From an optimization exercise on the open Yosys and OpenROAD flow, aimed at small area; shortcuts taken in it are not production practice. In this exercise RTL edits were held to simulation tests only and were not proved equivalent to the original.

// rvCore
module rvCore (
    input  wire          clk,
    input  wire          rstN,
    input  wire          instrValid,
    input  wire  [31:0]  instr,
    output logic [31:0]  pc,
    output logic         retireValid,
    output logic [134:0] retire
);
    logic [31:1][31:0] regs;
    logic [29:0]       pcq;           
    wire  [31:0]       rs1v, rs2v, wd;
    wire  [29:0]       npc;
    wire               wrEn;
    rvExec u_exec (
        .instr(instr), .instrValid(instrValid), .rs1v(rs1v), .rs2v(rs2v), .pcq(pcq), .rstN(rstN),
        .wd(wd), .npc(npc), .wrEn(wrEn)
    );
    wire [30:0] sel1, sel2;
    rfReadDec u_dec1 (.a(instr[19:15]), .sel(sel1));
    rfReadDec u_dec2 (.a(instr[24:20]), .sel(sel2));
    genvar b, r;
    generate
        for (b = 0; b < 32; b++) begin : g_rd
            wire [30:0] col;
            for (r = 1; r < 32; r++) begin : g_col
                assign col[r-1] = regs[r][b];
            end
            rfReadBit u_rd1 (.sel(sel1), .d(col), .y(rs1v[b]));
            rfReadBit u_rd2 (.sel(sel2), .d(col), .y(rs2v[b]));
        end
    endgenerate
    wire [30:0] we, weN;
    rfWriteDec u_wdec (.a(instr[11:7]), .en(wrEn), .rstN(rstN), .we(we), .weN(weN));
    generate
        for (r = 1; r < 32; r++) begin : g_wr
            wire [31:0] nxt;
  ...
Size: about 50000 um^2 of cells after synthesis.
Settings: LEC_CHECK=0, CAP_MARGIN=20, CORE_MARGIN=2, CORE_UTILIZATION=60, CTS_BUF_LIST=sky130_fd_sc_hd__clkbuf_8, CTS_CLUSTER_DIAMETER=50, CTS_CLUSTER_SIZE=12, SLEW_MARGIN=20, SYNTH_HIERARCHICAL=1, SYNTH_MINIMUM_KEEP_SIZE=0; clock period 11.0 ns.
standard.sh (not shown) runs the stock make flow with config.mk's settings and CLKGATE_MAP_FILE= SYNTH_SCRIPT=/design/flow/synth_recipe.tcl, a recipe that flattens the netlist after the stock synthesis.
==> flow/flow/run.sh <==
#!/bin/bash
# Layout flow: the standard synthesis and layout (standard.sh), with
#  - every combinational cell of the synthesized netlist swapped to the
#    smallest cell of its family before floorplanning (the placement's
#    repair steps size up what timing, slew and load need),
#  - sky130_fd_sc_hd__buf_1 as the port buffers,
#  - a clock tree of clkbuf_8 without dummy loads.
# Each step's full output goes to a log file in this folder.
set -euo pipefail
bash standard.sh synth > log_synth.txt 2>&1
export DS_ODB=$PWD/orfs/results/sky130hd/rvCore/base/1_synth.odb
openroad -no_splash -exit flow/downsize.tcl > log_downsize.txt 2>&1
export BUFFER_PORTS_ARGS="-buffer_cell sky130_fd_sc_hd__buf_1"
export CTS_ARGS="-sink_clustering_enable -repair_clock_nets -buf_list sky130_fd_sc_hd__clkbuf_8 -sink_clustering_size 12 -sink_clustering_max_diameter 50 -dont_use_dummy_load"
bash standard.sh > log_layout.txt 2>&1
==> flow/flow/downsize.tcl <==
# Swap every combinational cell of the synthesized netlist to the smallest
# cell of the same family (same function, other drive strength).
# usage: openroad -exit downsize.tcl  with env DS_ODB (in/out)
read_db $::env(DS_ODB)
set db [ord::get_db]
# families: base name -> list of {master area drive}
array set fam {}
foreach lib [$db getLibs] {
  foreach m [$lib getMasters] {
    set n [$m getName]
    if {![regexp {^(sky130_fd_sc_hd__[a-z0-9]+)_([0-9]+)$} $n -> base drv]} { continue }
    if {[string match "*lpflow*" $n] || [string match "*probe*" $n]} { continue }
    lappend fam($base) [list $m [expr {[$m getWidth] * [$m getHeight]}] $drv]
  }
}
set swapped 0; set saved 0
foreach inst [[ord::get_db_block] getInsts] {
  set m [$inst getMaster]
  set n [$m getName]
  if {![regexp {^(sky130_fd_sc_hd__[a-z0-9]+)_([0-9]+)$} $n -> base drv]} { continue }
  # keep flip-flops, latches, tie cells and buffers as they are
  if {[regexp {__(df|dl|edf|sdf|sedf|conb|buf|clkbuf|tap|fill|decap|diode)} $n]} { continue }
  set best $m; set ba [expr {[$m getWidth] * [$m getHeight]}]; set bd $drv
  foreach e $fam($base) {
    lassign $e cm ca cd
    if {$ca < $ba || ($ca == $ba && $cd > $bd)} { set best $cm; set ba $ca; set bd $cd }
  }
  if {$best ne $m} {
    set old [expr {[$m getWidth] * [$m getHeight]}]
    if {[$inst swapMaster $best]} {
      incr swapped
      set saved [expr {$saved + ($old - $ba) / 1e6}]
    }
  }
}
puts "downsize: swapped $swapped cells, saved $saved um2"
write_db $::env(DS_ODB)
Then changed:
--- a/flow/flow/run.sh
+++ b/flow/flow/run.sh
@@ -13,3 +13,3 @@
 export BUFFER_PORTS_ARGS="-buffer_cell sky130_fd_sc_hd__buf_1"
-export CTS_ARGS="-sink_clustering_enable -repair_clock_nets -buf_list sky130_fd_sc_hd__clkbuf_8 -sink_clustering_size 12 -sink_clustering_max_diameter 50 -dont_use_dummy_load"
+export CTS_ARGS="-sink_clustering_enable -repair_clock_nets -buf_list sky130_fd_sc_hd__clkbuf_8 -sink_clustering_size 14 -sink_clustering_max_diameter 60 -dont_use_dummy_load"
 bash standard.sh > log_layout.txt 2>&1
After rerunning:
- sequential cell count is unchanged
- routed wire length hardly moves
- register-to-register slack gets better by 0.05 ns
- hold slack is better by 0.048 ns

## static timing again, ports no longer ideal
The flow's constraints put no driver on any port. The routed layouts listed below were extracted and timed again, unchanged, in two steps. Step 1 sets driving cells, clkbuf_16 on the clock port and buf_2 on the other inputs (assumed; they add their load-dependent delay and slew). Step 2 also shifts input and output timing later by t, the mid clock arrival at the registers, as if the neighbouring blocks saw the same clock. Slacks: ideal ports / drivers / drivers and shift; pairs: ideal ports / drivers.
run | t, ns | setup WS [ns] | worst setup path at the end | clock arrival spread, ns | worst register clock-pin slew, ns
the first run | 0.853 | 1.288 / 1.222 / 0.369 | input to register | 0.180 / 0.180 | 0.09 / 0.09
the second run | 0.849 | 1.146 / 1.192 / 0.343 | input to register | 0.122 / 0.123 | 0.11 / 0.11
After both steps every run listed still meets setup and hold. For the first run, which loses most, drivers alone change the setup slack by -0.066 ns; drivers and shift together by -0.919 ns.
